Background: an optimization exercise with open tools, aiming at small area, a short achievable clock period and few clock cycles per item. Do not read the settings as production practice. The RTL of this run was laid out without a check of its function. Power figures rest on the tool's default switching activity, not on a simulated workload.

===== config.mk =====
export PLATFORM = sky130hd
export DESIGN_NAME = fixed_point_alu_core
export DESIGN_NICKNAME = fixed_point_alu_core
export VERILOG_FILES = /design/flow/design.v
export SDC_FILE = /design/flow/constraint.sdc
export NUM_CORES = 4
export LEC_CHECK = 0
export CAP_MARGIN = 20
export CORE_MARGIN = 2
export CORE_UTILIZATION = 35
export PLACE_DENSITY = 0.45
export SLEW_MARGIN = 20

===== constraint.sdc =====
create_clock -name core_clock -period 14.0 [get_ports {clk}]
set_input_delay 2.8000 -clock core_clock [delete_from_list [all_inputs] [get_ports {clk}]]
set_output_delay 2.8000 -clock core_clock [all_outputs]
set_load 0.01 [all_outputs]

===== design.v =====
`default_nettype none
package fpa_pkg;
  localparam int unsigned DataW        = 32;
  localparam int unsigned FracBitsDflt = 8;
  typedef enum logic [3:0] {
    ACT_ADD      = 4'd0,
    ACT_SUB      = 4'd1,
    ACT_MUL      = 4'd2,
    ACT_DIV      = 4'd3,
    ACT_MIN      = 4'd4,
    ACT_MAX      = 4'd5,
    ACT_INC      = 4'd6,
    ACT_DEC      = 4'd7,
    ACT_FROM_INT = 4'd8,
    ACT_TO_INT   = 4'd9
  } action_t;
  typedef struct packed {
    logic [3:0]        action;
    logic signed [31:0] operand_a;
    logic signed [31:0] operand_b;
  } in_item_t;
  typedef struct packed {
    logic signed [31:0] result;
    logic              a_less;
    logic              a_equal;
    logic              a_greater;
    logic              overflow;
    logic              div_by_zero;
  } out_item_t;
  typedef struct packed {
    logic       vld;
    logic       is_div;
    logic       neg;
    logic       dz;
  } div_ctl_t;
endpackage
`default_nettype wire
`default_nettype none
module fixed_point_alu_core #(
  parameter int unsigned FRAC_BITS = fpa_pkg::FracBitsDflt
) (
  input  wire logic               clk,
  input  wire logic               rst_n,
  input  wire logic               in_valid,
  output logic                    in_ready,
  input  wire fpa_pkg::in_item_t  in_data,
  output logic                    out_valid,
  input  wire logic               out_ready,
  output fpa_pkg::out_item_t      out_data
);
  logic        s_vld, done_r, k_vld;
  logic        op_sum, op_dz, op_min, op_max, op_fi, op_ti;
  logic        m_it, m_fin, d_abs, d_it, d_fin;
  logic        sub_b, sub_inv, sub_cin;   
  logic [31:0] a_r, b_r;
  logic        e_r;           
  logic [33:0] r_r;           
  logic [5:0]  cnt;
  logic [2:0]  cmp_r;
  logic        ovf_r;         
  logic        neg_r;         
  logic        na_r;          
  logic [5:0]  lza_r, lzb_r;  
  logic        b0_neg, b0_one, b0_two, b1_neg, b1_one, b1_two;    
  wire lt = $signed(a_r) < $signed(b_r);
  wire eq = a_r == b_r;
  wire gt = !lt && !eq;
  wire [2:0] cmp_now = {lt, eq, gt};
  wire [35:0] bx  = {{4{b_r[31]}}, b_r};
  wire [35:0] bx2 = {{3{b_r[31]}}, b_r, 1'b0};
  wire        div_inv = ~(r_r[33] ^ b_r[31]);    
  wire [35:0] opa = {{2{r_r[33]}}, r_r};
  logic [35:0] opb, opc;
  logic        cin0, cin1;
  always_comb begin
    opb = (({36{(op_sum & sub_b) | d_it | (m_it & b0_one)}} & bx)
        |  ({36{m_it & b0_two}} & bx2))
        ^ {36{(op_sum & sub_inv) | (m_it & b0_neg) | (d_it & div_inv)}};
    cin0 = (op_sum & sub_cin) | (m_it & b0_neg) | (d_it & div_inv) | (d_abs & na_r)
         | (d_fin & (e_r ^ neg_r));
    opc = (({36{m_it & b1_one}} & {bx[33:0], 2'b00})
        |  ({36{m_it & b1_two}} & {bx2[33:0], 2'b00}))
        ^ {36{m_it & b1_neg}};
    cin1 = m_it & b1_neg;
  end
  wire [35:0] cs_s = opa ^ opb ^ opc;
  wire [35:0] cs_c = (opa & opb) | (opa & opc) | (opb & opc);
  wire [36:0] sum37 = {cs_s, cin1} + {cs_c[34:0], cin0, cin1};
  wire [35:0] sum = sum37[36:1];
  wire sat_ovf = !((sum[35:31] == 5'b00000) || (sum[35:31] == 5'b11111));
  wire        mul_ovf = !((r_r[33:7] == '0) || (r_r[33:7] == '1));
  wire        fi_ovf  = !((a_r[31:23] == '0) || (a_r[31:23] == '1));
  wire [31:0] alt = ({32{op_min}} & (gt ? b_r : a_r))
                  | ({32{op_max}} & (gt ? a_r : b_r))
                  | ({32{op_fi}}  & {a_r[23:0], 8'd0})
                  | ({32{op_ti}}  & {{8{a_r[31]}}, a_r[31:8]})
                  | ({32{m_fin}}  & {r_r[7:0], a_r[31:8]});
  wire alt_ovf = (op_fi & fi_ovf) | (m_fin & mul_ovf) | (d_fin & ovf_r);
  wire alt_sgn = (op_fi & a_r[31]) | (m_fin & r_r[33]) | (d_fin & neg_r);
  wire use_sat = op_sum | (d_fin & ~ovf_r);
  wire long_op = m_fin | d_fin;
  logic [37:0] res, k_data, o_r;
  always_comb begin
    res[37:6] = use_sat ? sum[31:0] : alt;
    res[5:3]  = long_op ? cmp_r : cmp_now;
    res[2]    = use_sat ? sat_ovf : alt_ovf;
    res[1]    = op_dz;
    res[0]    = use_sat ? sum[35] : alt_sgn;
  end
  function automatic logic [5:0] lzc32(input logic [31:0] v);
    lzc32 = 6'd32;
    for (int i = 0; i < 32; i++) if (v[i]) lzc32 = 6'(31 - i);
  endfunction
  wire signed [7:0] kq = 8'sd24 + $signed({2'b00, lza_r}) - $signed({7'd0, na_r})
                       - $signed({2'b00, lzb_r});
  logic [1:0] jsel;    
  always_comb begin
    if (kq >= 8'sd24)      jsel = 2'd3;
    else if (kq >= 8'sd16) jsel = 2'd2;
    else if (kq >= 8'sd8)  jsel = 2'd1;
    else                   jsel = 2'd0;
  end
  wire [66:0] vx = {26'd0, sum[31:0], 9'd0};
  logic [66:0] vsh;
  always_comb begin
    unique case (jsel)
      2'd0: vsh = vx;
      2'd1: vsh = vx << 8;
      2'd2: vsh = vx << 16;
      default: vsh = vx << 24;
    endcase
  end
  wire s_done = s_vld && done_r;
  wire move   = s_done && !k_vld;
  assign in_ready = !k_vld && (!s_vld || done_r);
  wire accept = in_valid && in_ready;
  wire [3:0]  in_act = in_data.action;
  wire [31:0] in_a = in_data.operand_a;
  wire [31:0] in_b = in_data.operand_b;
  wire in_neg  = in_a[31] ^ in_b[31];
  wire in_bz   = in_b == 32'd0;
  wire in_mul  = in_act == 4'd2;
  wire in_div  = in_act == 4'd3 && !in_bz;
  always_ff @(posedge clk) begin
    if (!rst_n) begin
      s_vld <= 1'b0;
    end else if (accept) begin
      s_vld <= 1'b1;
    end else if (move) begin
      s_vld <= 1'b0;
    end
  end
  function automatic logic [2:0] booth(input logic [2:0] x);   
    booth = {x[2] & ~(x[1] & x[0]), x[1] ^ x[0],
             (x[2] & ~x[1] & ~x[0]) | (~x[2] & x[1] & x[0])};
  endfunction
  always_ff @(posedge clk) begin
    if (accept) begin
      done_r  <= !(in_mul || in_div);
      op_sum  <= in_act == 4'd0 || in_act == 4'd1 || in_act == 4'd6 || in_act == 4'd7;
      sub_b   <= in_act == 4'd0 || in_act == 4'd1;
      sub_inv <= in_act == 4'd1 || in_act == 4'd7;
      sub_cin <= in_act == 4'd1 || in_act == 4'd6;
      m_it    <= in_mul;
      m_fin   <= 1'b0;
      d_abs   <= in_div;
      d_it    <= 1'b0;
      d_fin   <= 1'b0;
      op_dz   <= in_act == 4'd3 && in_bz;
      op_min  <= in_act == 4'd4;
      op_max  <= in_act == 4'd5;
      op_fi   <= in_act == 4'd8;
      op_ti   <= in_act == 4'd9;
      a_r     <= in_a;
      b_r     <= in_b;
      e_r     <= 1'b0;
      r_r     <= in_mul ? {26'd0, in_neg ? 8'd127 : 8'd128}
               : {{2{in_a[31] & ~in_div}}, in_a ^ {32{in_a[31] & in_div}}};
      cnt     <= '0;
      neg_r   <= in_neg;
      na_r    <= in_a[31];
      ovf_r   <= 1'b0;
      lza_r   <= lzc32(in_a ^ {32{in_a[31]}});
      lzb_r   <= lzc32(in_b ^ {32{in_b[31]}});
      {b0_neg, b0_one, b0_two} <= booth({in_a[1:0], 1'b0});
      {b1_neg, b1_one, b1_two} <= booth(in_a[3:1]);
    end else if (s_vld && !done_r) begin
      cnt <= cnt + 6'd1;
      if (cnt == 6'd0) cmp_r <= cmp_now;
      if (m_it) begin
        r_r <= {{2{sum[35]}}, sum[35:4]};
        a_r <= {sum[3:0], a_r[31:4]};
        e_r <= a_r[3];
        {b0_neg, b0_one, b0_two} <= booth(a_r[5:3]);
        {b1_neg, b1_one, b1_two} <= booth(a_r[7:5]);
        if (cnt == 6'd7) begin
          m_it <= 1'b0; m_fin <= 1'b1; done_r <= 1'b1;
        end
      end
      if (d_abs) begin
        {r_r, a_r, e_r} <= vsh;
        cnt   <= {2'b00, jsel, 3'b001};
        d_abs <= 1'b0;
        d_it  <= 1'b1;
      end
      if (d_it) begin
        {a_r, e_r} <= {a_r[30:0], e_r, ~sum[35]};
        if (cnt == 6'd1) ovf_r <= ~sum[35];
        if (cnt == 6'd34) begin
          r_r  <= {2'b00, a_r[30:0], e_r} ^ {34{neg_r}};
          d_it <= 1'b0; d_fin <= 1'b1; done_r <= 1'b1;
        end else begin
          r_r  <= {sum[32:0], a_r[31]};
        end
      end
    end
  end
  wire o_free = !out_valid || out_ready;
  always_ff @(posedge clk) begin
    if (!rst_n) begin
      out_valid <= 1'b0;
      k_vld     <= 1'b0;
    end else begin
      if (o_free) out_valid <= move || k_vld;
      if (move && !o_free) k_vld <= 1'b1;
      else if (o_free) k_vld <= 1'b0;
    end
  end
  always_ff @(posedge clk) begin
    if (o_free) o_r <= k_vld ? k_data : res;
    if (move && !o_free) k_data <= res;
  end
  always_comb begin
    out_data.result      = o_r[2] ? {o_r[0], {31{~o_r[0]}}} : o_r[37:6];
    out_data.a_less      = o_r[5];
    out_data.a_equal     = o_r[4];
    out_data.a_greater   = o_r[3];
    out_data.overflow    = o_r[2];
    out_data.div_by_zero = o_r[1];
  end
endmodule
`default_nettype wire

===== run.sh =====
#!/bin/bash
# synth_recipe.tcl (not shown) runs the flow's synth.tcl, then flattens the netlist and writes it again
# the make line also repeats each setting of config.mk as NAME=value (left out here)
make -C /OpenROAD-flow-scripts/flow DESIGN_CONFIG=/design/flow/config.mk WORK_HOME=/design/flow/orfs CLKGATE_MAP_FILE= SYNTH_SCRIPT=/design/flow/synth_recipe.tcl finish

==> results by group <==
Status
  • Status: timing/DRC/antenna clean

Drt
  • Via count: 17700
  • Post-Route WL: 81.4 mm
  • First DRT Iteration DRCs: 2305
  • Vias per cell: 6.18
  • Post-DR wirelength/cell: 28.4 um
  • DRT Pass-1 Iters: 9
  • ANT nets after route: 0
  • Drt drc: 0

Logic synthesis
  • Dominant synthesized flop cell: edfxtp_1
  • Leading area contributor after synthesis: edfxtp_1
  • Top post-synthesis cells by count: edfxtp_1, nand2_1, a21oi_1
  • Post-Synthesis Cells: 2115
  • Synthesized net count: 2310
  • Yosys warnings: 1
  • Cell Area, Synth: 0.0190 mm2
  • Count of cell types in the netlist: 80
  • Number of synthesized flops with an enable pin: 209
  • Avg Synthesized Cell Area: 8.96 um2
  • Top cells by area, synth: edfxtp_1, ha_1, a21oi_1
  • Sequential fraction of the synthesis area: 0.346
  • Top cell type's share of synthesized area: 0.331
  • Synth async-reset ratio: 0
  • Flops & latches, synth: 223
  • Most frequent cell after synthesis: edfxtp_1

Global route
  • Global-route usage over all layers: 0.285
  • Largest net degree at the start of global routing: 96
  • GRT Residual Overflow: 0
  • First-pass GRT wire length: 118 mm
  • Initial antenna violation count: 0
  • Vias in the first global route: 16700

Worst setup path
  • Slowest Stage Delay on Critical Path: 730 ps
  • Worst path slowest cell: xnor2_1
  • Critical path endpoint category: register
  • Critical Path Start Type: register
  • Crit path DAT: 6950 ps
  • Worst-path fanout max: 33
  • Critical path required time: 14350 ps
  • Cell count of the worst reg-to-reg path: 20
  • Worst-path cell chain: xnor2_1 > a22oi_1 > nand2_2 > buf_4 > xor2_1 > fa_1 > inv_1 > ha_1 > inv_1 > a311oi_1 > o21a_1 > o2111ai_2 > a211oi_1 > o21ai_1 > and2b_1 > o31ai_1 > a21oi_1 > xnor2_1 > mux2i_1 > mux2_2
  • CP Class: reg2reg

Placement
  • PortBufs: 110
  • Dpl hpwl: 59.9 mm
  • Gpl congestion: 0.952
  • Pre-CTS WS: 7590 ps

Final layout
  • Area grow syn2layout: 14.9%
  • Final #Nets: 2343
  • Multi-input logic area: 0.0114 mm2
  • Antenna Cells: 0
  • Register area: 0.00656 mm2
  • Filler instances: 5395
  • Share of post-route cells with drive strength above 1: 0.0838

Power
  • Switching part of the total: 0.542
  • Overall Power: 6.60 mW
  • Maximum VDD drop: 0.000208 V
  • P_sw: 3.57 mW
  • Pleak: 8.19 nW
  • Comb power frac: 0.693
  • Power share of the sequential group: 0.187
  • Power Density: 303 mW/mm2
  • Clock power share: 0.120
  • Int Power: 3.02 mW

Floorplanning
  • # IOs: 111
  • Initial Util: 0.353
  • Die Area: 0.0560 mm2
  • Die Span X: 237 um
  • Die H: 237 um
  • Core area: 0.0537 mm2
  • Row count: 85

Timing
  • Final worst setup slack: 7400 ps
  • RSZ-0062 raised after global routing: no
  • Final setup violation count: 0
  • Fmax: 151 MHz
  • Skew final: 15.6 ps
  • Period utilisation layout: 0.472
  • Slew @ Worst Pin: 1240 ps
  • Final Slew Violations: 0
  • Worst slew margin: 0.170
  • Final min period: 6600 ps
  • Final Hold Fails: 0
  • Setup TNS: 0 ps

Run
  • Max-cap violations: 0

Clock network
  • Num CTS Buffers: 30
  • Root Buffer: clkbuf_16
  • Max Buffers Root-to-Sink: 3
  • H-tree depth reported by CTS: 1
  • CTS clock-pin slew for the worst setup and hold paths: 60 ps
  • Post_cts resized: 0
  • Worst skew pair latency: 610 ps
  • Clock Sinks: 223
  • CTS tree: built
  • Cts hold-fix bufs: 0
  • Post-CTS setup repair buffer count: 0

Min path
  • Hold Crit Class: reg2reg
  • Hold Crit Depth: 0
layout make-up:
type	instances	share of cell area
repair buffers	166	0.0698
inverters	121	0.0210
multi-input cells	1606	0.522
clock inverters	20	0.0107
well taps	696	0.0400
clock buffers	35	0.0353
flip-flops and latches	223	0.301
kinds of logic (layout without fill, tap and decap cells):
logic type               count (synthesis)  in the layout  synth area share
AO/OA/AOI/OAI                          726            726             0.259
XOR/XNOR                               178            178            0.0826
adder cells (fa/ha/maj)                123            123            0.0970
buffers and inverters                  286            342            0.0581
flip-flops                             223            223             0.346
multiplexers                            42             42            0.0247
AND/OR/NAND/NOR                        537            537             0.132
sequential cells by signal, indices dropped and copies added (netlist names), 3 cells and up:
name	count
cmp_r	3
cnt	6
a_r	32
o_r	38
lza_r	6
k_data	38
b_r	32
lzb_r	6
r_r	34
routing by layer:
| layer | global-route usage | routed length [um] |
|---|---|---|
| met2 | 0.444 | 36300 |
| met5 | 0 | 0 |
| met4 | 0.109 | 3580 |
| met3 | 0.0406 | 6470 |
| met1 | 0.401 | 35000 |
cell usage in the layout (no fill, tap or decap), types with 84 or more instances in the layout:
cell,netlist,routed
edfxtp_1,209,209
nand2_1,183,181
a21oi_1,163,162
o21ai_0,141,141
nor2_1,132,131
inv_1,119,119
clkdlybuf4s50_1,0,109
xnor2_1,90,90
a22oi_1,89,89
xor2_1,87,84
final timing paths:
| check | startpoint | end | slack, ps |
|---|---|---|---|
| max | b_r[31] | o_r[0] | 7400 |
| min | op_dz | k_data[1] | 460 |
| max reg2reg | b_r[31] | o_r[0] | 7400 |
| min reg2reg | op_dz | k_data[1] | 460 |
worst max-delay path: cells and delay by family (launching register included):
family,cells,cell delay [ps]
and+or+nand+nor,2,350
DFF,1,540
adders and majority gates,2,820
AOI/OAI and AO/OA,8,2160
buffers and inverters,3,590
xor gates and xnor gates,3,1170
muxes,2,680
metrics by stage:
stage               instances  hold WS [ps]  utilization  cell area [um2]
global placement         2812           454        0.386            20700
detailed placement       2812           457        0.387            20800
finish                   2867           459        0.405            21800
global route             2867           463        0.405            21800
floorplan                2115           422            -            19000
CTS                      2867           459        0.405            21800
power groups by stage:
stage / logic (mW) / registers (mW) / clock network [mW]
floorplan: 2.52 / 1.09 / 0
global placement: 4.42 / 1.24 / 0
detailed placement: 4.43 / 1.24 / 0
CTS: 4.46 / 1.23 / 0.806
global route: 4.80 / 1.23 / 0.831
finish: 4.57 / 1.23 / 0.791

re-timing with driven ports:
No port has a modelled driver above. Below, the same layout with a new extraction and two added sets of constraints.
Step 1: set_driving_cell puts a clkbuf_16 on clk and a buf_2 on each other input, an assumption about the parent block.
Step 2 times the ports against the registers' clock, not the clock port: input delays grow and output delays shrink by t, the midpoint of the rising clock arrivals with the driver on.
Three values: ideal ports, drivers, drivers and shift; two values: the first two.
shift t [ns]: 0.660
setup slack, ns: 7.397 / 7.397 / 7.397
worst setup path after step 2: register to register
cell pins on the clock port's net: 1
After both steps setup and hold are still met in this run. The setup slack of this run moves by 0.000 ns with the drivers and by 0.000 ns with both steps.
